What follows belongs to an exercise in optimizing a design on an open flow for small area and a short achievable clock period; a production flow would make more cautious choices. Function was checked by simulation only, so behaviour that the tests miss may differ from the original. No driver is modelled on the clock port, so clocking that relies on it looks cheaper here than on a real chip. Power and IR drop assume default switching activity.

==> flow/design.v <==
`default_nettype none
package arf_pkg;
  parameter int num_arch_regs = 32;
  parameter int reg_sel_w     = 5;
  parameter int data_w        = 32;
  parameter int rrf_tag_w     = 6;
  parameter int max_spec      = 8;   
  typedef logic [reg_sel_w-1:0] reg_idx_t;
  typedef logic [rrf_tag_w-1:0] rrf_tag_t;
  typedef logic [max_spec-1:0]  spec_vec_t;
  typedef enum logic [2:0] {
    br_none    = 3'd0,
    br_success = 3'd1,
    br_miss    = 3'd2
  } br_kind_e;
  typedef struct packed {
    br_kind_e  kind;
    spec_vec_t tag;     
  } branch_res_t;
  typedef struct packed {
    logic     busy;
    rrf_tag_t tag;
  } map_entry_t;
  parameter int map_entry_w = 1 + rrf_tag_w;
  typedef logic [num_arch_regs*map_entry_w-1:0] map_state_t;
  typedef struct packed {
    reg_idx_t rs1_1;
    reg_idx_t rs2_1;
    reg_idx_t rs1_2;
    reg_idx_t rs2_2;
  } read_addrs_t;
  typedef struct packed {
    logic [data_w-1:0] data;
    rrf_tag_t          tag;
    logic              busy;
  } operand_t;
  typedef struct packed {
    logic              valid;
    reg_idx_t          dst;       
    logic [data_w-1:0] data;
    rrf_tag_t          rrf_tag;
  } commit_t;
  typedef struct packed {
    logic      valid;
    reg_idx_t  dst;
    rrf_tag_t  rrf_tag;
    spec_vec_t mpft_valid;   
  } dispatch_t;
endpackage
`default_nettype wire
`default_nettype none
module reg_file (
  input  wire                        clk,
  input  wire  [31:0]                rsel1,    
  input  wire  [31:0]                rsel2,
  input  wire  [31:0]                rsel3,
  input  wire  [31:0]                rsel4,
  input  wire  [31:0]                wsel1,    
  input  wire  [31:0]                wsel2,
  input  wire  [arf_pkg::data_w-1:0] wdata1,
  input  wire  [arf_pkg::data_w-1:0] wdata2,
  output wire  [arf_pkg::data_w-1:0] rdata1,
  output wire  [arf_pkg::data_w-1:0] rdata2,
  output wire  [arf_pkg::data_w-1:0] rdata3,
  output wire  [arf_pkg::data_w-1:0] rdata4
);
  localparam int W = arf_pkg::data_w;
  wire [31:1] col [W];
  for (genvar r = 1; r < 32; r++) begin : g_reg
    wire s1;
    wire s2;
    wire h;
    assign s2 = wsel2[r];
    assign s1 = wsel1[r] & ~wsel2[r];   
    assign h  = ~(wsel1[r] | wsel2[r]);
    for (genvar k = 0; k < W; k++) begin : g_bit
      rf_bit u (
        .clk(clk), .s1(s1), .s2(s2), .h(h),
        .d1(wdata1[k]), .d2(wdata2[k]), .q(col[k][r])
      );
    end
  end
  for (genvar k = 0; k < W; k++) begin : g_rd
    sel31 u1 (.s(rsel1[31:1]), .d(col[k]), .y(rdata1[k]));
    sel31 u2 (.s(rsel2[31:1]), .d(col[k]), .y(rdata2[k]));
    sel31 u3 (.s(rsel3[31:1]), .d(col[k]), .y(rdata3[k]));
    sel31 u4 (.s(rsel4[31:1]), .d(col[k]), .y(rdata4[k]));
  end
endmodule
`default_nettype wire
`default_nettype none
module g_aoi22 (
  input  wire a1, b1, a2, b2,
  output wire y
);
  assign y = ~((a1 & b1) | (a2 & b2));
endmodule
module g_nand2 (
  input  wire a, b,
  output wire y
);
  assign y = ~(a & b);
endmodule
module g_nand4 (
  input  wire [3:0] x,
  output wire       y
);
  assign y = ~(&x);
endmodule
module g_or4 (
  input  wire [3:0] x,
  output wire       y
);
  assign y = |x;
endmodule
module g_nand3 (
  input  wire a, b, c,
  output wire y
);
  assign y = ~(a & b & c);
endmodule
module sel32 (
  input  wire [31:0] s,
  input  wire [31:0] d,
  output wire        y
);
  wire [15:0] t;
  wire [3:0]  u;
  for (genvar i = 0; i < 16; i++) begin : g_t
    g_aoi22 a (.a1(s[2*i]), .b1(d[2*i]), .a2(s[2*i+1]), .b2(d[2*i+1]), .y(t[i]));
  end
  for (genvar i = 0; i < 4; i++) begin : g_u
    g_nand4 n (.x(t[4*i +: 4]), .y(u[i]));
  end
  g_or4 o (.x(u), .y(y));
endmodule
module sel31 (
  input  wire [31:1] s,
  input  wire [31:1] d,
  output wire        y
);
  wire [15:0] t;
  wire [3:0]  u;
  for (genvar i = 0; i < 15; i++) begin : g_t
    g_aoi22 a (.a1(s[2*i+1]), .b1(d[2*i+1]), .a2(s[2*i+2]), .b2(d[2*i+2]), .y(t[i]));
  end
  g_nand2 l (.a(s[31]), .b(d[31]), .y(t[15]));
  for (genvar i = 0; i < 4; i++) begin : g_u
    g_nand4 n (.x(t[4*i +: 4]), .y(u[i]));
  end
  g_or4 o (.x(u), .y(y));
endmodule
module rf_bit (
  input  wire clk,
  input  wire s1, s2, h,
  input  wire d1, d2,
  output logic q
);
  wire n1;
  wire n2;
  wire d;
  g_aoi22 u1 (.a1(s2), .b1(d2), .a2(s1), .b2(d1), .y(n1));
  g_nand2 u2 (.a(h), .b(q), .y(n2));
  g_nand2 u3 (.a(n1), .b(n2), .y(d));
  always_ff @(posedge clk) begin
    q <= d;
  end
endmodule
module tag_bit (
  input  wire clk,
  input  wire c, s2, s1, h,
  input  wire dc, d2, d1,
  output logic q
);
  wire n1;
  wire n2;
  wire d;
  g_aoi22 u1 (.a1(c), .b1(dc), .a2(s2), .b2(d2), .y(n1));
  g_aoi22 u2 (.a1(s1), .b1(d1), .a2(h), .b2(q), .y(n2));
  g_nand2  u3 (.a(n1), .b(n2), .y(d));
  always_ff @(posedge clk) begin
    q <= d;
  end
endmodule
module map_entry (
  input  wire                            clk,
  input  wire                            reset,
  input  wire                            copy,
  input  wire                            copy_busy,
  input  wire  [arf_pkg::rrf_tag_w-1:0]  copy_tag,
  input  wire                            set1,
  input  wire                            set2,
  input  wire  [arf_pkg::rrf_tag_w-1:0]  stag1,
  input  wire  [arf_pkg::rrf_tag_w-1:0]  stag2,
  input  wire                            cd1,    
  input  wire                            cd2,
  input  wire                            hit1,   
  input  wire                            hit2,
  output logic                           busy,
  output wire  [arf_pkg::rrf_tag_w-1:0]  tag
);
  wire s1;
  wire s2;
  wire h;
  assign s2 = set2;
  assign s1 = set1 & ~set2;
  assign h  = ~(copy | set1 | set2);
  always_ff @(posedge clk) begin
    if (reset) begin
      busy <= 1'b0;
    end else if (copy) begin
      busy <= copy_busy;
    end else begin
      busy <= set1 | set2 | (busy & ~((cd1 & hit1) | (cd2 & hit2)));
    end
  end
  for (genvar k = 0; k < arf_pkg::rrf_tag_w; k++) begin : g_t
    tag_bit u (
      .clk(clk), .c(copy), .s2(s2), .s1(s1), .h(h),
      .dc(copy_tag[k]), .d2(stag2[k]), .d1(stag1[k]), .q(tag[k])
    );
  end
endmodule
`default_nettype wire
`default_nettype none
module tag_hit (
  input  wire                           valid,
  input  wire [arf_pkg::rrf_tag_w-1:0]  a,
  input  wire [arf_pkg::rrf_tag_w-1:0]  b,
  output wire                           y
);
  assign y = valid && (a == b);
endmodule
module copy_bit (
  input  wire [5:0] w,
  input  wire [5:0] d,
  output wire       y
);
  wire n1;
  wire n2;
  wire n3;
  g_aoi22 u1 (.a1(w[0]), .b1(d[0]), .a2(w[1]), .b2(d[1]), .y(n1));
  g_aoi22 u2 (.a1(w[2]), .b1(d[2]), .a2(w[3]), .b2(d[3]), .y(n2));
  g_aoi22 u3 (.a1(w[4]), .b1(d[4]), .a2(w[5]), .b2(d[5]), .y(n3));
  g_nand3 u4 (.a(n1), .b(n2), .c(n3), .y(y));
endmodule
module rename_table #(
  parameter int num_spec = 5
) (
  input  wire                         clk,
  input  wire                         reset,
  input  wire  [31:0]                 rsel1,     
  input  wire  [31:0]                 rsel2,
  input  wire  [31:0]                 rsel3,
  input  wire  [31:0]                 rsel4,
  input  wire  [31:0]                 ddec1,     
  input  wire  [31:0]                 ddec2,
  input  wire  arf_pkg::dispatch_t    dispatch1,
  input  wire  arf_pkg::dispatch_t    dispatch2,
  input  wire  [31:0]                 cdec1,     
  input  wire  [31:0]                 cdec2,
  input  wire  arf_pkg::commit_t      commit1,
  input  wire  arf_pkg::commit_t      commit2,
  input  wire  arf_pkg::branch_res_t  branch,
  output arf_pkg::rrf_tag_t           tag1,
  output arf_pkg::rrf_tag_t           tag2,
  output arf_pkg::rrf_tag_t           tag3,
  output arf_pkg::rrf_tag_t           tag4,
  output wire                         busy1,
  output wire                         busy2,
  output wire                         busy3,
  output wire                         busy4
);
  localparam int TW = arf_pkg::rrf_tag_w;
  localparam int NC = num_spec + 1;   
  logic no_branch;
  logic is_success;
  logic is_miss;
  assign no_branch  = branch.kind == arf_pkg::br_none;
  assign is_success = branch.kind == arf_pkg::br_success;
  assign is_miss    = branch.kind == arf_pkg::br_miss;
  wire [31:0] busy [NC];
  wire [31:0] tagc [NC][TW];
  wire        hit1 [NC];
  wire        hit2 [NC];
  for (genvar i = 0; i < NC; i++) begin : g_clr
    wire [TW-1:0] ct1;
    wire [TW-1:0] ct2;
    for (genvar k = 0; k < TW; k++) begin : g_k
      sel32 u1 (.s(cdec1), .d(tagc[i][k]), .y(ct1[k]));
      sel32 u2 (.s(cdec2), .d(tagc[i][k]), .y(ct2[k]));
    end
    tag_hit u_h1 (.valid(commit1.valid), .a(ct1), .b(commit1.rrf_tag), .y(hit1[i]));
    tag_hit u_h2 (.valid(commit2.valid), .a(ct2), .b(commit2.rrf_tag), .y(hit2[i]));
  end
  wire [5:0] w;
  assign w[0] = ~is_miss;
  for (genvar j = 1; j <= 5; j++) begin : g_w
    if (j <= num_spec) begin : g_live
      assign w[j] = is_miss & branch.tag[j-1];
    end else begin : g_dead
      assign w[j] = 1'b0;
    end
  end
  wire [31:0]   cp_busy;
  wire [TW-1:0] cp_tag [32];
  for (genvar r = 0; r < 32; r++) begin : g_cp
    logic b;
    always_comb begin
      b = w[0] & busy[0][r] & ~((cdec1[r] & hit1[0]) | (cdec2[r] & hit2[0]));
      for (int j = 1; j < NC; j++) begin
        b = b | (w[j] & busy[j][r]);
      end
    end
    assign cp_busy[r] = b;
    for (genvar k = 0; k < TW; k++) begin : g_k
      wire [5:0] d;
      for (genvar j = 0; j < 6; j++) begin : g_j
        if (j < NC) begin : g_live
          assign d[j] = tagc[j][k][r];
        end else begin : g_dead
          assign d[j] = 1'b0;
        end
      end
      copy_bit u (.w(w), .d(d), .y(cp_tag[r][k]));
    end
  end
  for (genvar i = 0; i < NC; i++) begin : g_map
    wire        en1;
    wire        en2;
    wire        copy;
    if (i == 0) begin : g_master
      assign en1  = no_branch;
      assign en2  = no_branch;
      assign copy = is_miss;
    end else begin : g_ckpt
      assign en1  = no_branch & ~dispatch1.mpft_valid[i-1];
      assign en2  = no_branch & ~dispatch2.mpft_valid[i-1];
      assign copy = is_miss | (is_success & branch.tag[i-1]);
    end
    for (genvar r = 0; r < 32; r++) begin : g_ent
      wire [TW-1:0] t;
      map_entry u (
        .clk      (clk),
        .reset    (reset),
        .copy     (copy),
        .copy_busy(cp_busy[r]),
        .copy_tag (cp_tag[r]),
        .set1     (en1 & ddec1[r]),
        .set2     (en2 & ddec2[r]),
        .stag1    (dispatch1.rrf_tag),
        .stag2    (dispatch2.rrf_tag),
        .cd1      (cdec1[r]),
        .cd2      (cdec2[r]),
        .hit1     (hit1[i]),
        .hit2     (hit2[i]),
        .busy     (busy[i][r]),
        .tag      (t)
      );
      for (genvar k = 0; k < TW; k++) begin : g_k
        assign tagc[i][k][r] = t[k];
      end
    end
  end
  for (genvar k = 0; k < TW; k++) begin : g_rd
    sel32 u1 (.s(rsel1), .d(tagc[0][k]), .y(tag1[k]));
    sel32 u2 (.s(rsel2), .d(tagc[0][k]), .y(tag2[k]));
    sel32 u3 (.s(rsel3), .d(tagc[0][k]), .y(tag3[k]));
    sel32 u4 (.s(rsel4), .d(tagc[0][k]), .y(tag4[k]));
  end
  sel32 u_b1 (.s(rsel1), .d(busy[0]), .y(busy1));
  sel32 u_b2 (.s(rsel2), .d(busy[0]), .y(busy2));
  sel32 u_b3 (.s(rsel3), .d(busy[0]), .y(busy3));
  sel32 u_b4 (.s(rsel4), .d(busy[0]), .y(busy4));
endmodule
`default_nettype wire
`default_nettype none
module arf_top #(
  parameter int num_spec = 5   
) (
  input  wire         clk,
  input  wire         reset,
  input  wire  [19:0] read_addrs_i,    
  input  wire  [43:0] commit1_i,       
  input  wire  [43:0] commit2_i,       
  input  wire  [19:0] dispatch1_i,     
  input  wire  [19:0] dispatch2_i,     
  input  wire  [10:0] branch_i,        
  output wire  [38:0] op_rs1_1,        
  output wire  [38:0] op_rs2_1,
  output wire  [38:0] op_rs1_2,
  output wire  [38:0] op_rs2_2
);
  arf_pkg::read_addrs_t read_addrs;
  arf_pkg::commit_t     commit1;
  arf_pkg::commit_t     commit2;
  arf_pkg::dispatch_t   dispatch1;
  arf_pkg::dispatch_t   dispatch2;
  arf_pkg::branch_res_t branch;
  assign read_addrs = read_addrs_i;
  assign commit1    = commit1_i;
  assign commit2    = commit2_i;
  assign dispatch1  = dispatch1_i;
  assign dispatch2  = dispatch2_i;
  assign branch     = branch_i;
  logic [31:0] rsel1;
  logic [31:0] rsel2;
  logic [31:0] rsel3;
  logic [31:0] rsel4;
  logic [31:0] cdec1;
  logic [31:0] cdec2;
  logic [31:0] wsel1;
  logic [31:0] wsel2;
  logic [31:0] ddec1;
  logic [31:0] ddec2;
  for (genvar r = 0; r < 32; r++) begin : g_dec
    assign rsel1[r] = read_addrs.rs1_1 == 5'(r);
    assign rsel2[r] = read_addrs.rs2_1 == 5'(r);
    assign rsel3[r] = read_addrs.rs1_2 == 5'(r);
    assign rsel4[r] = read_addrs.rs2_2 == 5'(r);
    assign cdec1[r] = commit1.dst == 5'(r);
    assign cdec2[r] = commit2.dst == 5'(r);
    assign wsel1[r] = commit1.valid && cdec1[r];
    assign wsel2[r] = commit2.valid && cdec2[r];
    assign ddec1[r] = dispatch1.valid && (dispatch1.dst == 5'(r));
    assign ddec2[r] = dispatch2.valid && (dispatch2.dst == 5'(r));
  end
  wire [arf_pkg::data_w-1:0] rdata1;
  wire [arf_pkg::data_w-1:0] rdata2;
  wire [arf_pkg::data_w-1:0] rdata3;
  wire [arf_pkg::data_w-1:0] rdata4;
  wire arf_pkg::rrf_tag_t tag1;
  wire arf_pkg::rrf_tag_t tag2;
  wire arf_pkg::rrf_tag_t tag3;
  wire arf_pkg::rrf_tag_t tag4;
  wire busy1;
  wire busy2;
  wire busy3;
  wire busy4;
  reg_file i_reg_file (
    .clk   (clk),
    .rsel1 (rsel1),
    .rsel2 (rsel2),
    .rsel3 (rsel3),
    .rsel4 (rsel4),
    .wsel1 (wsel1),
    .wsel2 (wsel2),
    .wdata1(commit1.data),
    .wdata2(commit2.data),
    .rdata1(rdata1),
    .rdata2(rdata2),
    .rdata3(rdata3),
    .rdata4(rdata4)
  );
  rename_table #(
    .num_spec(num_spec)
  ) i_rename_table (
    .clk      (clk),
    .reset    (reset),
    .rsel1    (rsel1),
    .rsel2    (rsel2),
    .rsel3    (rsel3),
    .rsel4    (rsel4),
    .ddec1    (ddec1),
    .ddec2    (ddec2),
    .dispatch1(dispatch1),
    .dispatch2(dispatch2),
    .cdec1    (cdec1),
    .cdec2    (cdec2),
    .commit1  (commit1),
    .commit2  (commit2),
    .branch   (branch),
    .tag1     (tag1),
    .tag2     (tag2),
    .tag3     (tag3),
    .tag4     (tag4),
    .busy1    (busy1),
    .busy2    (busy2),
    .busy3    (busy3),
    .busy4    (busy4)
  );
  assign op_rs1_1 = {rdata1, tag1, busy1};
  assign op_rs2_1 = {rdata2, tag2, busy2};
  assign op_rs1_2 = {rdata3, tag3, busy3};
  assign op_rs2_2 = {rdata4, tag4, busy4};
endmodule
`default_nettype wire
==> flow/flow/run.sh <==
#!/bin/bash
# The standard ORFS layout (standard.sh) with these changes:
#  - buffer_ports puts plain buf_4 cells on the ports instead of delay cells;
#  - before floorplanning, flow/downsize.tcl sets the combinational cells
#    that synthesis sized up back to drive strength 1 (the repair steps
#    resize them where needed);
#  - the repair steps may not use buf_12/buf_16 (flow/small_bufs.tcl).
# make's full output goes to flow_make.log; ORFS keeps each step's log
# under orfs/logs/.
set -euo pipefail
FLOW_DIR="$(pwd)/flow"
bash standard.sh \
  "BUFFER_PORTS_ARGS=-buffer_cell sky130_fd_sc_hd__buf_4" \
  "PRE_FLOORPLAN_TCL=${FLOW_DIR}/pre_floorplan.tcl" \
  "PRE_RESIZE_TCL=${FLOW_DIR}/small_bufs.tcl" \
  "PRE_CTS_TCL=${FLOW_DIR}/small_bufs.tcl" \
  "PRE_GLOBAL_ROUTE_TCL=${FLOW_DIR}/small_bufs.tcl" \
  finish > flow_make.log 2>&1
==> flow/flow/downsize.tcl <==
# PRE_FLOORPLAN hook: synthesis maps each small leaf module on its own and
# sizes its gates for a load it cannot see. Put every combinational cell
# back to drive strength 1 of the same footprint; repair_design and
# repair_timing size up again where slew, capacitance or timing ask for it.
# Flip-flops are left as synthesis made them.
set db [ord::get_db]
set n_swapped 0
foreach inst [[ord::get_db_block] getInsts] {
  set master [$inst getMaster]
  set name [$master getName]
  if {![regexp {^(sky130_fd_sc_hd__[a-z0-9]+)_([0-9]+)$} $name -> base size]} {
    continue
  }
  if {$size eq "1"} {
    continue
  }
  if {[regexp {__(df|edf|sdf|sedf|dl|clk|conb|tap|fill|decap|diode)} $base]} {
    continue
  }
  set small [$db findMaster "${base}_1"]
  if {$small eq "NULL"} {
    continue
  }
  if {[$small getMTermCount] != [$master getMTermCount]} {
    continue
  }
  $inst swapMaster $small
  incr n_swapped
}
puts "downsize.tcl: $n_swapped cells set to drive strength 1"
==> flow/flow/pre_floorplan.tcl <==
source [file join [file dirname [info script]] downsize.tcl]
source [file join [file dirname [info script]] small_bufs.tcl]
==> flow/flow/small_bufs.tcl <==
# Repair steps (repair_design, repair_timing) otherwise buffer long or
# heavily loaded nets with buf_12/buf_16 cells; keep them to buf_8 and
# smaller, which are enough for the loads in this design.
set_dont_use [get_lib_cells {sky130_fd_sc_hd__buf_12 sky130_fd_sc_hd__buf_16 sky130_fd_sc_hd__bufbuf_8 sky130_fd_sc_hd__bufbuf_16 sky130_fd_sc_hd__bufinv_8 sky130_fd_sc_hd__bufinv_16}]
==> flow/standard.sh <==
#!/bin/bash
# synth_recipe.tcl (not shown) runs the flow's synth.tcl, then flattens the netlist and writes it again
# the make line also repeats each setting of config.mk as NAME=value (left out here)
make -C /OpenROAD-flow-scripts/flow DESIGN_CONFIG=/design/flow/config.mk WORK_HOME=/design/flow/orfs CLKGATE_MAP_FILE= SYNTH_SCRIPT=/design/flow/synth_recipe.tcl "${@:-finish}"
==> flow/config.mk <==
export PLATFORM = sky130hd
export DESIGN_NAME = arf_top
export DESIGN_NICKNAME = arf_top
export VERILOG_FILES = /design/flow/design.v
export SDC_FILE = /design/flow/constraint.sdc
export NUM_CORES = 8
export LEC_CHECK = 0
export CAP_MARGIN = 5
export CELL_PAD_IN_SITES_DETAIL_PLACEMENT = 2
export CELL_PAD_IN_SITES_GLOBAL_PLACEMENT = 2
export CORE_MARGIN = 2
export CORE_UTILIZATION = 30
export GPL_TIMING_DRIVEN = 0
export PLACE_DENSITY = 0.5
export SETUP_SLACK_MARGIN = 1.5
export SLEW_MARGIN = 5
export SYNTH_HIERARCHICAL = 1
==> flow/constraint.sdc <==
create_clock -name core_clock -period 6.0 [get_ports {clk}]
set_input_delay 1.2000 -clock core_clock [delete_from_list [all_inputs] [get_ports {clk}]]
set_output_delay 1.2000 -clock core_clock [all_outputs]
set_load 0.01 [all_outputs]
==> results of run 1 <==
==> routing by layer <==
metal / GRT overflow / global-route usage, %
met1: 0 / 70.3
met5: 0 / 23.0
met3: 0 / 44.0
met4: 1 / 63.8
met2: 4 / 82.7
==> worst min-delay path by stage <==
stage | slack (ns) | from | end
after floorplan | 0.44 | i_rename_table.g_map[5].g_ent[0].u.busy | i_rename_table.g_map[5].g_ent[0].u.busy
after detailed placement | 0.47 | i_rename_table.g_map[2].g_ent[26].u.busy | i_rename_table.g_map[2].g_ent[26].u.busy
after CTS | 0.38 | dispatch2_i[9] | i_rename_table.g_map[3].g_ent[5].u.g_t[1].u.q
after global placement | 0.47 | i_rename_table.g_map[3].g_ent[24].u.busy | i_rename_table.g_map[3].g_ent[24].u.busy
==> what timing repair did <==
| action | CTS |
|---|---|
| gates cloned | 34 |
| pin swaps | 334 |
| buffers inserted | 475 |
| endpoints found under the setup margin | 1500 |
| resized for setup | 584 |
| endpoints found under the hold margin | 0 |
==> power by group through the flow <==
| stage | Combinational, mW | Sequential [mW] | Clock [mW] |
|---|---|---|---|
| after CTS | 14.6 | 27.9 | 20.0 |
| after detailed placement | 14.0 | 28.1 | 0 |
| after global placement | 13.3 | 27.9 | 0 |
| after floorplan | 6.94 | 24.3 | 0 |
==> results.json, run 1 <==
{
  "synth_fp_nets": 16900,
  "antenna_found_initial": 310,
  "grt-ovfl-total": 5,
  "postSynthAreaPerCell_sq_um": 8.17,
  "netlist_instances": 16800,
  "yosysWarnings": 11,
  "numCtsBuffers": 320,
  "placed_cells": 23800,
  "endpoint_type": "output port",
  "place_area_sq_um": 160000,
  "dp_slack_ns": -2.35,
  "initial_utilization_pct": 30.1,
  "place_hpwl_mm": 971,
  "postGrtWorstEndpoint": "op_rs1_1[2]",
  "stop_stage": "global routing",
  "cts_hold_buf": 0,
  "pin_count": 317,
  "error_line": "[ERROR GRT-0232] Routing congestion too high. Check the congestion heatmap in the GUI.",
  "rows": 248,
  "status": "aborted with a tool error",
  "chipHeight_um": 679,
  "grt_max_degree": 91,
  "io_buffers": 302,
  "die_w_um": 679,
  "place.gp.congestion": 1.06,
  "grtUsageTotal_pct": 66.0,
  "synthesis.area_sq_um": 137000
}
==> run 2: changes to the inputs <==
--- a/flow/design.v
+++ b/flow/design.v
@@ -107,11 +107,11 @@
 );
   assign y = ~(&x);
 endmodule
-module g_or4 (
-  input  wire [3:0] x,
-  output wire       y
+module g_nor2 (
+  input  wire a, b,
+  output wire y
 );
-  assign y = |x;
+  assign y = ~(a | b);
 endmodule
 module g_nand3 (
   input  wire a, b, c,
@@ -129,10 +129,13 @@
   for (genvar i = 0; i < 16; i++) begin : g_t
     g_aoi22 a (.a1(s[2*i]), .b1(d[2*i]), .a2(s[2*i+1]), .b2(d[2*i+1]), .y(t[i]));
   end
+  wire [1:0] v;
   for (genvar i = 0; i < 4; i++) begin : g_u
     g_nand4 n (.x(t[4*i +: 4]), .y(u[i]));
   end
-  g_or4 o (.x(u), .y(y));
+  g_nor2  o1 (.a(u[0]), .b(u[1]), .y(v[0]));
+  g_nor2  o2 (.a(u[2]), .b(u[3]), .y(v[1]));
+  g_nand2 o3 (.a(v[0]), .b(v[1]), .y(y));
 endmodule
 module sel31 (
   input  wire [31:1] s,
@@ -145,10 +148,13 @@
     g_aoi22 a (.a1(s[2*i+1]), .b1(d[2*i+1]), .a2(s[2*i+2]), .b2(d[2*i+2]), .y(t[i]));
   end
   g_nand2 l (.a(s[31]), .b(d[31]), .y(t[15]));
+  wire [1:0] v;
   for (genvar i = 0; i < 4; i++) begin : g_u
     g_nand4 n (.x(t[4*i +: 4]), .y(u[i]));
   end
-  g_or4 o (.x(u), .y(y));
+  g_nor2  o1 (.a(u[0]), .b(u[1]), .y(v[0]));
+  g_nor2  o2 (.a(u[2]), .b(u[3]), .y(v[1]));
+  g_nand2 o3 (.a(v[0]), .b(v[1]), .y(y));
 endmodule
 module rf_bit (
   input  wire clk,
@@ -276,9 +282,9 @@
   logic no_branch;
   logic is_success;
   logic is_miss;
-  assign no_branch  = branch.kind == arf_pkg::br_none;
-  assign is_success = branch.kind == arf_pkg::br_success;
-  assign is_miss    = branch.kind == arf_pkg::br_miss;
+  assign no_branch  = ~branch.kind[1] & ~branch.kind[0];
+  assign is_success = branch.kind[0];
+  assign is_miss    = branch.kind[1];
   wire [31:0] busy [NC];
   wire [31:0] tagc [NC][TW];
   wire        hit1 [NC];
==> flow/flow/run.sh (replaced) <==
#!/bin/bash
# The standard ORFS layout (standard.sh), with these steps added through
# ORFS's per-step hooks:
#  - floorplan: flow/downsize.tcl puts the combinational cells that
#    synthesis sized up back to drive strength 1 (the repair steps resize
#    them where needed), and flow/small_bufs.tcl keeps the repair steps from
#    buffering with buf_12/buf_16 (also before CTS and global routing);
#  - buffer_ports uses plain buf_4 cells on the ports instead of delay cells.
# make's full output goes to flow_make.log; ORFS keeps each step's log
# under orfs/logs/.
set -euo pipefail
FLOW_DIR="$(pwd)/flow"
bash standard.sh \
  "BUFFER_PORTS_ARGS=-buffer_cell sky130_fd_sc_hd__buf_4" \
  "PRE_FLOORPLAN_TCL=${FLOW_DIR}/pre_floorplan.tcl" \
  "PRE_RESIZE_TCL=${FLOW_DIR}/small_bufs.tcl" \
  "PRE_CTS_TCL=${FLOW_DIR}/small_bufs.tcl" \
  "PRE_GLOBAL_ROUTE_TCL=${FLOW_DIR}/small_bufs.tcl" \
  finish > flow_make.log 2>&1
--- a/flow/config.mk
+++ b/flow/config.mk
@@ -10,8 +10,11 @@
 export CELL_PAD_IN_SITES_GLOBAL_PLACEMENT = 2
 export CORE_MARGIN = 2
 export CORE_UTILIZATION = 30
+export CTS_BUF_LIST = sky130_fd_sc_hd__clkbuf_8 sky130_fd_sc_hd__clkbuf_16
+export CTS_CLUSTER_DIAMETER = 70
+export CTS_CLUSTER_SIZE = 20
 export GPL_TIMING_DRIVEN = 0
 export PLACE_DENSITY = 0.5
-export SETUP_SLACK_MARGIN = 1.5
+export SETUP_SLACK_MARGIN = 0.5
 export SLEW_MARGIN = 5
 export SYNTH_HIERARCHICAL = 1
==> results.json, run 2 <==
{
  "tightest_slew_ns": 1.63,
  "largest_reg_flops": 1152,
  "reg_top3": "i_rename_table.g_map.g_ent.u.g_t.u.q x1152, i_reg_file.g.g_bit.u.q x992, i_rename_table.g_map.g_ent.u.busy x192",
  "drt-pass1-iter-count": 10,
  "p_leak_nw": 64.7,
  "hp-start": "dispatch1_i[10]",
  "critPathKind": "input port to output port",
  "crit_fanout": 8,
  "holdWs_ns": 0.396,
  "clk_latency_ns": 1.07,
  "timing.final.crit_share_pct": 100,
  "place_hpwl_mm": 919,
  "io_buffers": 301,
  "cts_tree": "built",
  "postSynthAreaPerCell_sq_um": 8.00,
  "post_drt_wl_per_cell_um": 51.7,
  "setup_viol": 0,
  "drt-initial-drc-count": 33900,
  "cpLargestDelayFamily": "simple AND/OR/NAND/NOR gates",
  "fill_cells": 51800,
  "via_per_inst": 7.76,
  "core_area_sq_um": 457000,
  "nets": 18700,
  "wl_mm": 1290,
  "largest-register": "i_rename_table.g_map.g_ent.u.g_t.u.q",
  "worstReg2RegStart": "i_rename_table.g_map[0].g_ent[24].u.g_t[5].u.q",
  "crit_slowest_cell": "nor2_2",
  "finalPower_mw": 61.5,
  "place_area_sq_um": 159000,
  "layout-drive-gt1-share_pct": 11.0,
  "max_stage_delay_ns": 0.74,
  "grt_pass1_wl_mm": 1690,
  "layout_common_cells": "a22oi_1 (7614), nand2_1 (3681), dfxtp_1 (2335), nand4_1 (928), buf_8 (587)",
  "regArea_sq_um": 46800,
  "grt_setup_unrepaired": "true",
  "final_max_slew_viol_count": 54,
  "cts_hold_buf": 0,
  "failed_checks": "max-capacitance violations, max-slew violations",
  "antenna_found_initial": 150,
  "antenna_left": 0,
  "initial_utilization_pct": 30.1,
  "startpoint_type": "input port",
  "fin_skew_ns": 0.0538,
  "hold_viol_final": 0,
  "fin_tns_setup_ns": 0,
  "multi_input_area_sq_um": 92800,
  "status": "failed layout checks",
  "grt-ovfl-total": 0,
  "grt_max_degree": 82,
  "clk_pin_slew_worst_paths_ns": 0.06,
  "grtUsageTotal_pct": 52.7,
  "crit_arrival_ns": 4.80,
  "peakVddDrop_mv": 0.279,
  "die_w_um": 682,
  "numClockSinks": 2336,
  "min_path_type": "input port to flop",
  "grt_pass1_vias": 183000,
  "place.gp.congestion": 1.01,
  "cp_cell_sequence": "buf_4 > or2_1 > clkbuf_2 > nor2_1 > a22oi_1 > nand4_1 > nor2_2 > nand2_1 > buf_4",
  "synthesis.area_sq_um": 138000,
  "cap_violations": 5,
  "rows": 248,
  "netlist_instances": 17200,
  "power.density_nw_per_um2": 360,
  "final_common_cell": "a22oi_1",
  "synth_fp_nets": 17400,
  "chipHeight_um": 682,
  "pin_count": 317,
  "period_needed_ns": 6.00,
  "path_common_cell": "buf_4",
  "critPathBufInv": 3,
  "area_delta_synth_final_pct": 24.1,
  "slew_headroom_pct": -8.41,
  "die_area_sq_um": 464000,
  "vias": 194000,
  "cp.required_ns": 4.80,
  "yosysWarnings": 11,
  "drcViolationCount": 0,
  "critPathCaptureType": "output port",
  "fmax_mhz": 167,
  "design_area_sq_um": 171000,
  "numCtsBuffers": 286,
  "crit_path_start": "read_addrs_i[14]"
}
## run 2: tightest hold or removal path: cells and delay by family
| kind | cells | cell delay (ns) |
|---|---|---|
| buffers and inverters | 1 | 0.08 |
| AOI/OAI and AO/OA | 1 | 0.07 |
| and+or+nand+nor | 1 | 0.06 |
## run 2: power by group
group          internal (mW)  leakage, nW  total (mW)  switching, mW
Sequential              19.4         19.6        26.9           7.55
Clock                   10.3         4.94        19.5           9.22
Combinational           4.49         40.1        15.1           10.6
## run 2: final timing paths
kind,slack (ns),end,depth (start not counted)
worst min register to register,0.48,i_rename_table.g_map[1].g_ent[7].u.busy,2
worst max register to register,1.22,i_rename_table.g_map[3].g_ent[12].u.busy,13
worst min-delay path,0.40,i_rename_table.g_map[5].g_ent[7].u.g_t[2].u.q,3
worst max-delay path,0.002,op_rs2_1[3],9
## run 2: routing by layer
layer / global-route usage, % / vias to the layer above / wire (um) / share of wire [%]
met1: 62.4 / 98400 / 467000 / 36
met3: 20.9 / 5257 / 174000 / 13
met4: 48.3 / 86 / 147000 / 11
met5: 1.44 / - / 1260 / 0.098
li1: - / 73300 / - / -
met2: 72.1 / 17000 / 504000 / 39
## run 2: repair_timing
| action | 4_1_cts | 5_1_grt |
|---|---|---|
| gates cloned | 4 | 1 |
| endpoints found under the setup margin | 312 | 251 |
| pin swaps | 14 | 30 |
| buffers inserted | 29 | 43 |
| resized for setup | 89 | 127 |
## run 2: cell type report
| cell class | count | share of cell area, % |
|---|---|---|
| diodes | 134 | 0.196 |
| plain buffers | 113 | 0.357 |
| clock buffers | 343 | 4.88 |
| clock inverters | 180 | 0.950 |
| inverters | 193 | 0.424 |
| multi-input cells | 14600 | 54.3 |
| flip-flops and latches | 2336 | 27.4 |
| well taps | 6125 | 4.49 |
| repair buffers | 1014 | 7.03 |
## run 2: through the flow
stage / cells / worst slack [ns] / utilization, %
4_1_cts: 24800 / 0.489 / 37.2
3_3_place_gp: 23600 / -10.37 / 32.3
2_1_floorplan: 17200 / -0.107 / -
6_report: 25000 / 0.00223 / 37.4
5_1_grt: 24900 / 0.0512 / 37.4
3_5_place_dp: 24300 / -2.23 / 34.9
==> run 3: changes to the inputs <==
==> flow/flow/run.sh (replaced) <==
#!/bin/bash
# The standard ORFS layout (standard.sh), with these steps added through
# ORFS's per-step hooks:
#  - floorplan: flow/downsize.tcl puts the combinational cells that
#    synthesis sized up back to drive strength 1 (the repair steps resize
#    them where needed), and flow/small_bufs.tcl keeps the repair steps from
#    buffering with buf_12/buf_16 (also in placement, resizing and global
#    routing);
#  - CTS: flow/pre_cts.tcl has CTS's timing repair estimate signal wires
#    more pessimistically, closer to what global routing later finds;
#  - buffer_ports uses plain buf_4 cells on the ports instead of delay cells.
# make's full output goes to flow_make.log; ORFS keeps each step's log
# under orfs/logs/.
set -euo pipefail
FLOW_DIR="$(pwd)/flow"
bash standard.sh \
  "BUFFER_PORTS_ARGS=-buffer_cell sky130_fd_sc_hd__buf_4" \
  "PRE_FLOORPLAN_TCL=${FLOW_DIR}/pre_floorplan.tcl" \
  "PRE_GLOBAL_PLACE_TCL=${FLOW_DIR}/small_bufs.tcl" \
  "PRE_RESIZE_TCL=${FLOW_DIR}/small_bufs.tcl" \
  "PRE_CTS_TCL=${FLOW_DIR}/pre_cts.tcl" \
  "PRE_GLOBAL_ROUTE_TCL=${FLOW_DIR}/small_bufs.tcl" \
  finish > flow_make.log 2>&1
==> flow/flow/pre_cts.tcl (new file) <==
# PRE_CTS hook: keep the repair steps to small buffers, and have CTS's
# timing repair estimate signal wires with twice met1's capacitance and 1.5
# times its resistance. Estimates from placement came out about half the
# wire capacitance that global routing later finds on this design's long
# nets, so repair would otherwise leave weak gates on them.
source [file join [file dirname [info script]] small_bufs.tcl]
set_wire_rc -signal -resistance 1.34e-03 -capacitance 3.45e-04
==> flow/config.mk (replaced) <==
export PLATFORM = sky130hd
export DESIGN_NAME = arf_top
export DESIGN_NICKNAME = arf_top
export VERILOG_FILES = /design/flow/design.v
export SDC_FILE = /design/flow/constraint.sdc
export NUM_CORES = 8
export LEC_CHECK = 0
export CAP_MARGIN = 15
export CELL_PAD_IN_SITES_DETAIL_PLACEMENT = 2
export CELL_PAD_IN_SITES_GLOBAL_PLACEMENT = 2
export CORE_MARGIN = 2
export CORE_UTILIZATION = 30
export CTS_BUF_LIST = sky130_fd_sc_hd__clkbuf_8 sky130_fd_sc_hd__clkbuf_16
export CTS_CLUSTER_DIAMETER = 70
export CTS_CLUSTER_SIZE = 20
export GPL_TIMING_DRIVEN = 1
export PLACE_DENSITY = 0.5
export SETUP_SLACK_MARGIN = 0.5
export SLEW_MARGIN = 15
export SYNTH_HIERARCHICAL = 1
==> results.json, run 3 <==
{
  "rows": 248,
  "antenna_left": 0,
  "layout_common_cells": "a22oi_1 (7549), nand2_1 (3657), dfxtp_1 (2335), buf_2 (1066), buf_4 (1033)",
  "layout-drive-gt1-share_pct": 17.2,
  "slew_headroom_pct": 10.4,
  "die_area_sq_um": 464000,
  "cp.required_ns": 4.80,
  "antenna_found_initial": 170,
  "pin_count": 317,
  "wl_mm": 1310,
  "grt_setup_unrepaired": "false",
  "netlist_instances": 17200,
  "switching_share_pct": 45.1,
  "clk_latency_ns": 1.04,
  "chipHeight_um": 682,
  "p_int_mw": 33.9,
  "tightest_slew_ns": 1.34,
  "fmax_mhz": 181,
  "via_per_inst": 7.60,
  "startpoint_type": "input port",
  "io_buffers": 306,
  "yosysWarnings": 11,
  "area_delta_synth_final_pct": 26.1,
  "hold_viol_final": 0,
  "grt_pass1_wl_mm": 1730,
  "initial_utilization_pct": 30.1,
  "fin_skew_ns": 0.0760,
  "peakVddDrop_mv": 0.298,
  "place.gp.congestion": 1.09,
  "largest_reg_flops": 1152,
  "pwr-share-clk_pct": 30.5,
  "clk_pin_slew_worst_paths_ns": 0.06,
  "cts_hold_buf": 0,
  "p_comb_share_pct": 25.2,
  "rrSetupSlack_ns": 1.76,
  "crit_fanout": 4,
  "reg_top3": "i_rename_table.g_map.g_ent.u.g_t.u.q x1152, i_reg_file.g.g_bit.u.q x992, i_rename_table.g_map.g_ent.u.busy x192",
  "core_area_sq_um": 457000,
  "synth_fp_nets": 17400,
  "period_needed_ns": 5.54,
  "drt-pass1-iter-count": 8,
  "grt_max_degree": 75,
  "crit_arrival_ns": 4.34,
  "grt-ovfl-total": 0,
  "numClockSinks": 2336,
  "p_seq_share_pct": 44.3,
  "numCtsBuffers": 277,
  "r2r_end": "i_rename_table.g_map[0].g_ent[17].u.busy",
  "ff2ff_path_depth": 14,
  "synthesis.area_sq_um": 138000,
  "setup_viol": 0,
  "dp_slack_ns": 0.268,
  "min_path_type": "flop to flop",
  "fin_tns_setup_ns": 0,
  "p_leak_nw": 68.9,
  "crit_path_start": "read_addrs_i[10]",
  "vias": 198000,
  "drt-initial-drc-count": 34600,
  "final_max_slew_viol_count": 0,
  "timing.final.crit_share_pct": 92.3,
  "cap_violations": 0,
  "largest-register": "i_rename_table.g_map.g_ent.u.g_t.u.q",
  "nets": 19700,
  "power.density_nw_per_um2": 356,
  "switchingPower_mw": 27.9,
  "place_hpwl_mm": 908,
  "drcViolationCount": 0,
  "worstReg2RegStart": "i_rename_table.g_map[0].g_ent[5].u.g_t[4].u.q",
  "cts_tree": "built",
  "post_drt_wl_per_cell_um": 50.4,
  "status": "timing/DRC/antenna clean",
  "grt_pass1_vias": 189000,
  "crit_end": "op_rs2_1[31]",
  "setup_slack_ns": 0.464,
  "final_common_cell": "a22oi_1",
  "die_w_um": 682,
  "grtUsageTotal_pct": 54.0,
  "critPathKind": "input port to output port",
  "critPathCaptureType": "output port",
  "postSynthAreaPerCell_sq_um": 8.00
}
-- run 3: worst min-delay path by stage --
| stage | depth (start not counted) | startpoint | endpoint |
|---|---|---|---|
| after global routing | 2 | i_rename_table.g_map[5].g_ent[13].u.busy | i_rename_table.g_map[5].g_ent[13].u.busy |
| after detailed placement | 2 | i_rename_table.g_map[5].g_ent[17].u.busy | i_rename_table.g_map[5].g_ent[17].u.busy |
| after CTS | 2 | i_rename_table.g_map[5].g_ent[17].u.busy | i_rename_table.g_map[5].g_ent[17].u.busy |
| after floorplan | 2 | i_rename_table.g_map[1].g_ent[0].u.busy | i_rename_table.g_map[1].g_ent[0].u.busy |
| final | 2 | i_rename_table.g_map[5].g_ent[17].u.busy | i_rename_table.g_map[5].g_ent[17].u.busy |
| after global placement | 2 | i_rename_table.g_map[1].g_ent[8].u.busy | i_rename_table.g_map[1].g_ent[8].u.busy |
-- run 3: worst max-delay path, cell delays in order --
cell and delay [ns]:
buf_6 0.22, nand2b_2 0.23, buf_2 0.23, nor2_4 0.05
buf_4 0.20, buf_2 0.15, buf_4 0.18, a22oi_1 0.17
nand4_1 0.14, nor2_2 0.87, nand2_1 0.17, buf_2 0.31
buf_4 0.19
-- run 3: power by group through the flow --
stage	registers (mW)	clock network, mW	logic (mW)
finish	27.4	18.9	15.5
global route	27.4	19.4	15.9
CTS	30.6	21.5	20.2
detailed placement	26.9	0	13.9
global placement	26.8	0	13.5
floorplan	23.1	0	6.96
-- run 3: area by class of cell --
cell class / instances / area (sq um)
fill: 52500 / 283000
multi-input combinational: 14600 / 94600
sequential: 2336 / 46800
timing repair buffer: 2161 / 13900
clock buffer: 325 / 7920
tap: 6125 / 7660
clock inverter: 177 / 1620
inverter: 193 / 732
antenna: 151 / 378
-- run 3: metrics by stage --
stage                     util, %  hold WS, ns  std cells  power [mW]  cell area (sq um)
after global routing         37.9        0.499      25900        62.7             173000
after global placement       34.5        0.466      24800        40.3             157000
after detailed placement     34.5        0.471      24800        40.8             157000
after CTS                    37.9        0.506      25900        72.2             173000
final                        38.0        0.484      26100        61.8             174000
after floorplan                 -        0.444      17200        30.0             138000
-- run 3: metal layers --
| metal | vias up | global-route usage (%) | part of all wire (%) |
|---|---|---|---|
| met1 | 101000 | 63.0 | 36 |
| met3 | 5012 | 21.4 | 13 |
| met2 | 16800 | 74.7 | 39 |
| li1 | 75600 | - | - |
| met5 | - | 0.260 | 0.044 |
| met4 | 67 | 50.5 | 12 |
-- run 3: timing repair --
| action | in CTS | in global routing |
|---|---|---|
| resized for setup | 676 | 0 |
| buffers inserted | 574 | 0 |
| endpoints found under the setup margin | 357 | 0 |
==> run 4: changes to the inputs <==
--- a/flow/design.v
+++ b/flow/design.v
@@ -113,6 +113,41 @@
 );
   assign y = ~(a | b);
 endmodule
+module g_inv (
+  input  wire a,
+  output wire y
+);
+  assign y = ~a;
+endmodule
+module dec5 (
+  input  wire [4:0]  a,
+  output wire [31:0] y
+);
+  wire [4:0] an;
+  wire [3:0] lo_n;
+  wire [7:0] hi_n;
+  for (genvar b = 0; b < 5; b++) begin : g_an
+    g_inv u (.a(a[b]), .y(an[b]));
+  end
+  for (genvar i = 0; i < 4; i++) begin : g_lo
+    g_nand2 u (
+      .a(i[0] ? a[0] : an[0]),
+      .b(i[1] ? a[1] : an[1]),
+      .y(lo_n[i])
+    );
+  end
+  for (genvar j = 0; j < 8; j++) begin : g_hi
+    g_nand3 u (
+      .a(j[0] ? a[2] : an[2]),
+      .b(j[1] ? a[3] : an[3]),
+      .c(j[2] ? a[4] : an[4]),
+      .y(hi_n[j])
+    );
+  end
+  for (genvar r = 0; r < 32; r++) begin : g_out
+    g_nor2 u (.a(lo_n[r % 4]), .b(hi_n[r / 4]), .y(y[r]));
+  end
+endmodule
 module g_nand3 (
   input  wire a, b, c,
   output wire y
@@ -420,10 +455,6 @@
   logic [31:0] ddec1;
   logic [31:0] ddec2;
   for (genvar r = 0; r < 32; r++) begin : g_dec
-    assign rsel1[r] = read_addrs.rs1_1 == 5'(r);
-    assign rsel2[r] = read_addrs.rs2_1 == 5'(r);
-    assign rsel3[r] = read_addrs.rs1_2 == 5'(r);
-    assign rsel4[r] = read_addrs.rs2_2 == 5'(r);
     assign cdec1[r] = commit1.dst == 5'(r);
     assign cdec2[r] = commit2.dst == 5'(r);
     assign wsel1[r] = commit1.valid && cdec1[r];
@@ -431,6 +462,10 @@
     assign ddec1[r] = dispatch1.valid && (dispatch1.dst == 5'(r));
     assign ddec2[r] = dispatch2.valid && (dispatch2.dst == 5'(r));
   end
+  dec5 i_dec_rs1_1 (.a(read_addrs.rs1_1), .y(rsel1));
+  dec5 i_dec_rs2_1 (.a(read_addrs.rs2_1), .y(rsel2));
+  dec5 i_dec_rs1_2 (.a(read_addrs.rs1_2), .y(rsel3));
+  dec5 i_dec_rs2_2 (.a(read_addrs.rs2_2), .y(rsel4));
   wire [arf_pkg::data_w-1:0] rdata1;
   wire [arf_pkg::data_w-1:0] rdata2;
   wire [arf_pkg::data_w-1:0] rdata3;
==> flow/flow/run.sh (replaced) <==
#!/bin/bash
# The standard ORFS layout (standard.sh), with these steps added through
# ORFS's per-step hooks:
#  - floorplan: flow/downsize.tcl puts the combinational cells that
#    synthesis sized up back to drive strength 1 (the repair steps resize
#    them where needed), and flow/small_bufs.tcl keeps the repair steps from
#    buffering with buf_12/buf_16 (also in placement, resizing, CTS and
#    global routing);
#  - CTS: flow/pre_cts.tcl (small buffers only);
#  - global route: flow/greedy_upsize.tcl sizes up gates on the worst
#    paths after the step's repair_timing, using global-route parasitics;
#  - buffer_ports uses plain buf_4 cells on the ports instead of delay cells.
# make's full output goes to flow_make.log; ORFS keeps each step's log
# under orfs/logs/.
set -euo pipefail
FLOW_DIR="$(pwd)/flow"
bash standard.sh \
  "BUFFER_PORTS_ARGS=-buffer_cell sky130_fd_sc_hd__buf_4" \
  "PRE_FLOORPLAN_TCL=${FLOW_DIR}/pre_floorplan.tcl" \
  "PRE_GLOBAL_PLACE_TCL=${FLOW_DIR}/small_bufs.tcl" \
  "PRE_RESIZE_TCL=${FLOW_DIR}/small_bufs.tcl" \
  "PRE_CTS_TCL=${FLOW_DIR}/pre_cts.tcl" \
  "PRE_GLOBAL_ROUTE_TCL=${FLOW_DIR}/pre_grt.tcl" \
  finish > flow_make.log 2>&1
==> flow/flow/greedy_upsize.tcl (new file) <==
# Greedy gate sizing on the worst setup paths, run after each repair_timing.
#
# repair_timing stops early on this design: the worst paths keep weak gates
# (NAND4_1, NOR2_4, ...) driving the long wires of the register file's read
# trees. This pass walks the worst paths, tries the next drive strength of
# each gate on a path (same cell family, same footprint), and keeps the one
# change that helps that path's endpoint most without lowering the design's
# worst slack. Cells only change size here; detailed placement legalizes
# them afterwards, as it does after repair_timing.

proc gu_family_sizes {base} {
  if {[info exists ::gu_sizes($base)]} {
    return $::gu_sizes($base)
  }
  set db [ord::get_db]
  set res {}
  foreach s {1 2 4 6 8 12 16} {
    set name "${base}_$s"
    set m [$db findMaster $name]
    if {$m eq "NULL"} {
      continue
    }
    if {[regexp {buf_12|buf_16|bufbuf|bufinv|lpflow|probe|clkbuf|clkinv|clkdly|dlygate|dlymetal} $name]} {
      continue
    }
    set lc [get_lib_cells -quiet $name]
    if {$lc eq "" || [get_property $lc dont_use]} {
      continue
    }
    lappend res [list $s $m]
  }
  set ::gu_sizes($base) $res
  return $res
}

proc gu_next {master} {
  set name [$master getName]
  if {![regexp {^(sky130_fd_sc_hd__[a-z0-9]+)_([0-9]+)$} $name -> base size]} {
    return ""
  }
  foreach sm [gu_family_sizes $base] {
    lassign $sm s m
    if {$s > $size} {
      return $m
    }
  }
  return ""
}

proc gu_endpoint_slack {ep} {
  lassign $ep kind name
  if {$kind eq "port"} {
    return [get_property [get_ports $name] slack_max]
  }
  return [get_property [get_pins $name] slack_max]
}

proc greedy_upsize {target max_moves} {
  set moves 0
  set wns [worst_slack -max]
  puts "greedy_upsize: worst slack $wns, target $target"
  while {$moves < $max_moves && $wns < $target} {
    # read the paths out before any change: a change retimes the design and
    # frees the path objects
    set work {}
    foreach pe [find_timing_paths -path_delay max -group_path_count 30 \
                  -endpoint_path_count 1 -slack_max $target] {
      set epin [get_property $pe endpoint]
      if {[get_property $epin is_port]} {
        set ep [list port [get_full_name $epin]]
      } else {
        set ep [list pin [get_full_name $epin]]
      }
      set insts {}
      foreach p [get_property $pe points] {
        set pin [get_property $p pin]
        if {[get_property $pin direction] ne "output"} {
          continue
        }
        if {[catch {set inst [sta::sta_to_db_inst [get_cells -of_objects $pin]]}]} {
          continue
        }
        lappend insts $inst
      }
      lappend work [list $ep $insts]
    }
    if {[llength $work] == 0} {
      break
    }
    set round 0
    foreach w $work {
      lassign $w ep insts
      set s0 [gu_endpoint_slack $ep]
      if {$s0 >= $target} {
        continue
      }
      set best_gain 0.003
      set best_inst ""
      set best_m ""
      foreach inst $insts {
        if {[$inst isFixed]} {
          continue
        }
        set m [$inst getMaster]
        set next [gu_next $m]
        if {$next eq ""} {
          continue
        }
        $inst swapMaster $next
        set s1 [gu_endpoint_slack $ep]
        set w1 [worst_slack -max]
        $inst swapMaster $m
        set gain [expr {$s1 - $s0}]
        if {$gain > $best_gain && $w1 >= $wns - 0.001} {
          set best_gain $gain
          set best_inst $inst
          set best_m $next
        }
      }
      if {$best_inst ne ""} {
        $best_inst swapMaster $best_m
        incr moves
        incr round
        set wns [worst_slack -max]
      }
      if {$moves >= $max_moves} {
        break
      }
    }
    if {$round == 0} {
      break
    }
  }
  puts "greedy_upsize: $moves cells sized up, worst slack now [worst_slack -max]"
}

# Run the pass after every repair_timing of the flow (the CTS and global
# route steps call repair_timing_helper), then repair hold again, since
# faster gates can only shorten paths.
if {[info procs gu_orig_repair_timing_helper] eq ""} {
  rename ::repair_timing_helper ::gu_orig_repair_timing_helper
  proc ::repair_timing_helper {args} {
    gu_orig_repair_timing_helper {*}$args
    greedy_upsize 3.0 2000
    repair_timing -hold -hold_margin 0.05 -match_cell_footprint
  }
}
==> flow/flow/pre_cts.tcl (replaced) <==
# PRE_CTS hook: keep the repair steps to small buffers.
source [file join [file dirname [info script]] small_bufs.tcl]
==> flow/flow/pre_grt.tcl (new file) <==
# PRE_GLOBAL_ROUTE hook: small buffers only, and greedy sizing after the
# step's repair_timing, on global-route parasitics.
source [file join [file dirname [info script]] small_bufs.tcl]
source [file join [file dirname [info script]] greedy_upsize.tcl]
--- a/flow/config.mk
+++ b/flow/config.mk
@@ -9,12 +9,12 @@
 export CELL_PAD_IN_SITES_DETAIL_PLACEMENT = 2
 export CELL_PAD_IN_SITES_GLOBAL_PLACEMENT = 2
 export CORE_MARGIN = 2
-export CORE_UTILIZATION = 30
+export CORE_UTILIZATION = 33
 export CTS_BUF_LIST = sky130_fd_sc_hd__clkbuf_8 sky130_fd_sc_hd__clkbuf_16
 export CTS_CLUSTER_DIAMETER = 70
 export CTS_CLUSTER_SIZE = 20
 export GPL_TIMING_DRIVEN = 1
 export PLACE_DENSITY = 0.5
-export SETUP_SLACK_MARGIN = 0.5
+export SETUP_SLACK_MARGIN = 0.0
 export SLEW_MARGIN = 15
 export SYNTH_HIERARCHICAL = 1
==> results.json, run 4 <==
{
  "switching_share_pct": 45.3,
  "fin_tns_setup_ns": 0,
  "power.density_nw_per_um2": 358,
  "antenna_left": 0,
  "place_area_sq_um": 157000,
  "rows": 237,
  "critPathCaptureType": "flop",
  "final_cell_count_no_fill": 24900,
  "drt-initial-drc-count": 34300,
  "switchingPower_mw": 27.6,
  "startpoint_type": "input port",
  "setup_viol": 0,
  "core_area_sq_um": 416000,
  "post_drt_wl_per_cell_um": 50.2,
  "p_int_mw": 33.4,
  "hold_viol_final": 0,
  "cts_hold_buf": 0,
  "synth_fp_nets": 17400,
  "crit_arrival_ns": 6.68,
  "placed_cells": 24200,
  "p_leak_nw": 66.5,
  "fmax_mhz": 172,
  "dp_slack_ns": -0.0342,
  "grt_max_degree": 83,
  "slew_headroom_pct": -20.9,
  "largest-register": "i_rename_table.g_map.g_ent.u.g_t.u.q",
  "crit_end": "i_rename_table.g_map[1].g_ent[10].u.busy",
  "p_seq_share_pct": 44.4,
  "synthesis.area_sq_um": 138000,
  "vias": 197000,
  "largest_reg_flops": 1152,
  "chipHeight_um": 650,
  "cts_tree": "built",
  "postSynthAreaPerCell_sq_um": 8.00,
  "period_needed_ns": 5.81,
  "rrSetupSlack_ns": 1.14,
  "failed_checks": "max-capacitance violations, max-slew violations",
  "numCtsBuffers": 263,
  "grt_pass1_wl_mm": 1660,
  "pin_count": 317,
  "setup_slack_ns": 0.191,
  "design_area_sq_um": 171000,
  "reg_top3": "i_rename_table.g_map.g_ent.u.g_t.u.q x1152, i_reg_file.g.g_bit.u.q x992, i_rename_table.g_map.g_ent.u.busy x192",
  "initial_utilization_pct": 33.1,
  "p_comb_share_pct": 26.1,
  "clk_pin_slew_worst_paths_ns": 0.06,
  "peakVddDrop_mv": 0.320,
  "area_delta_synth_final_pct": 24.0,
  "place.gp.congestion": 1.10,
  "ff2ff_path_depth": 13,
  "die_area_sq_um": 422000,
  "drcViolationCount": 0,
  "fin_skew_ns": 0.0823,
  "path_common_cell": "buf_4",
  "die_w_um": 650,
  "critPathKind": "input port to flop",
  "cap_violations": 5,
  "cp.required_ns": 6.87,
  "wl_mm": 1250,
  "crit_cells": 18,
  "grt_setup_unrepaired": "false",
  "place_hpwl_mm": 877,
  "yosysWarnings": 11,
  "final_max_slew_viol_count": 6,
  "timing.final.crit_share_pct": 96.8,
  "cpLargestDelayFamily": "simple AND/OR/NAND/NOR gates",
  "io_buffers": 306,
  "drt-pass1-iter-count": 10,
  "status": "failed layout checks",
  "antenna_found_initial": 155,
  "grt-ovfl-total": 0,
  "netlist_instances": 17200,
  "cp_cell_sequence": "buf_4 > nand3b_1 > buf_4 > nor2_4 > buf_4 > buf_2 > a22oi_1 > nand4_1 > nor2_1 > buf_2 > nand2_1 > xor2_1 > nor4_4 > buf_4 > buf_4 > a22oi_1 > nand2_1 > a221oi_2",
  "pwr-share-clk_pct": 29.5,
  "layout-drive-gt1-share_pct": 15.5,
  "tightest_slew_ns": 1.81,
  "final_common_cell": "a22oi_1",
  "crit_path_start": "commit1_i[39]",
  "max_stage_delay_ns": 1.01,
  "nets": 19200,
  "clk_latency_ns": 1.10,
  "r2r_end": "i_rename_table.g_map[0].g_ent[22].u.busy",
  "via_per_inst": 7.90,
  "crit_slowest_cell": "nor2_1",
  "crit_fanout": 25,
  "grtUsageTotal_pct": 56.4,
  "worstReg2RegStart": "i_rename_table.g_map[0].g_ent[22].u.g_t[1].u.q",
  "grt_pass1_vias": 187000,
  "critPathBufInv": 7,
  "numClockSinks": 2336,
  "layout_common_cells": "a22oi_1 (7534), nand2_1 (3554), dfxtp_1 (2318), nand4_1 (896), buf_2 (856)",
  "min_path_type": "flop to flop"
}
run 4: how the worst min path moves through the flow:
stage	end	start	cells after the start
detailed placement	i_rename_table.g_map[4].g_ent[11].u.busy	i_rename_table.g_map[4].g_ent[11].u.busy	2
floorplan	i_rename_table.g_map[1].g_ent[0].u.busy	i_rename_table.g_map[1].g_ent[0].u.busy	2
CTS	i_rename_table.g_map[5].g_ent[30].u.busy	i_rename_table.g_map[5].g_ent[30].u.busy	2
finish	i_rename_table.g_map[5].g_ent[22].u.busy	i_rename_table.g_map[5].g_ent[22].u.busy	2
global route	i_rename_table.g_map[1].g_ent[20].u.busy	i_rename_table.g_map[1].g_ent[20].u.busy	2
global placement	i_rename_table.g_map[2].g_ent[2].u.busy	i_rename_table.g_map[2].g_ent[2].u.busy	2
run 4: power groups by stage:
stage	sequential (mW)	combinational (mW)	clock, mW
5_1_grt	27.1	16.2	18.5
2_1_floorplan	23.1	6.96	0
3_3_place_gp	26.4	13.4	0
3_5_place_dp	26.6	13.9	0
6_report	27.1	16.0	18.0
4_1_cts	26.3	14.0	17.9
run 4: metrics by stage:
stage                     hold slack [ns]  util, %  total power, mW
after CTS                           0.483     39.8             58.2
final                               0.475     41.0             61.0
after detailed placement            0.471     37.6             40.5
after global routing                0.495     40.9             61.8
after floorplan                     0.444        -             30.0
after global placement              0.463     37.6             39.9
run 4: layer usage:
layer  wire length [um]  track usage (%)  part of all wire, %
met1             424000             62.5                   34
met2             497000             78.2                   40
met4             161000             57.3                   13
met3             166000             24.5                   13
met5                973             1.45                0.078
run 4: cell type report:
cell class,count,area (sq um)
Clock buffer,299,7350
Antenna cell,146,365
Sequential cell,2336,46800
Clock inverter,179,1670
Tap cell,5497,6880
Timing Repair Buffer,1637,11600
Multi-Input combinational cell,14600,95100
Inverter,213,907
Fill cell,47200,245000
run 4: timing repair:
action / CTS / global route
endpoints found under the setup margin: 0 / 3
gates resized for setup: 0 / 3
setup buffers: 0 / 4
run 4: worst min-delay path: cells and delay by family (launching register included):
family / cells / cell delay [ns]
compound gates: 1 / 0.05
flops: 1 / 0.32
simple gates: 1 / 0.06

-- afterwards: timing with drivers on the ports --
The flow's constraints put no driver on any port. The routed layouts listed below were extracted and timed again, unchanged, in two steps.
Step 1 sets driving cells, clkbuf_16 on the clock port and buf_2 on the other inputs (assumed; they add their load-dependent delay and slew).
Step 2 moves the port delays by t, midway between the first and last clock arrival at a register: inputs arrive t later, outputs are due t later. That takes back most of the time a late clock gives input paths.
Slacks: no drivers / after step 1 / after step 2; pairs: no drivers / after step 1.
| run | t (ns) | setup WS [ns] | hold WS [ns] | worst data-port slew with drivers (ns) | pins driven straight from the clock port |
|---|---|---|---|---|---|
| run 2 | 1.183 | 0.002 / -0.250 / -1.309 | 0.396 / 0.323 / 0.482 | 0.59 | 1 |
| run 3 | 1.136 | 0.464 / 0.251 / -0.127 | 0.484 / 0.484 / 0.484 | 0.58 | 1 |
| run 4 | 1.192 | 0.191 / -0.083 / -1.263 | 0.475 / 0.475 / 0.475 | 0.71 | 1 |
The setup slack of run 4, which loses most, moves by -0.274 ns with the drivers and by -1.454 ns with both steps.
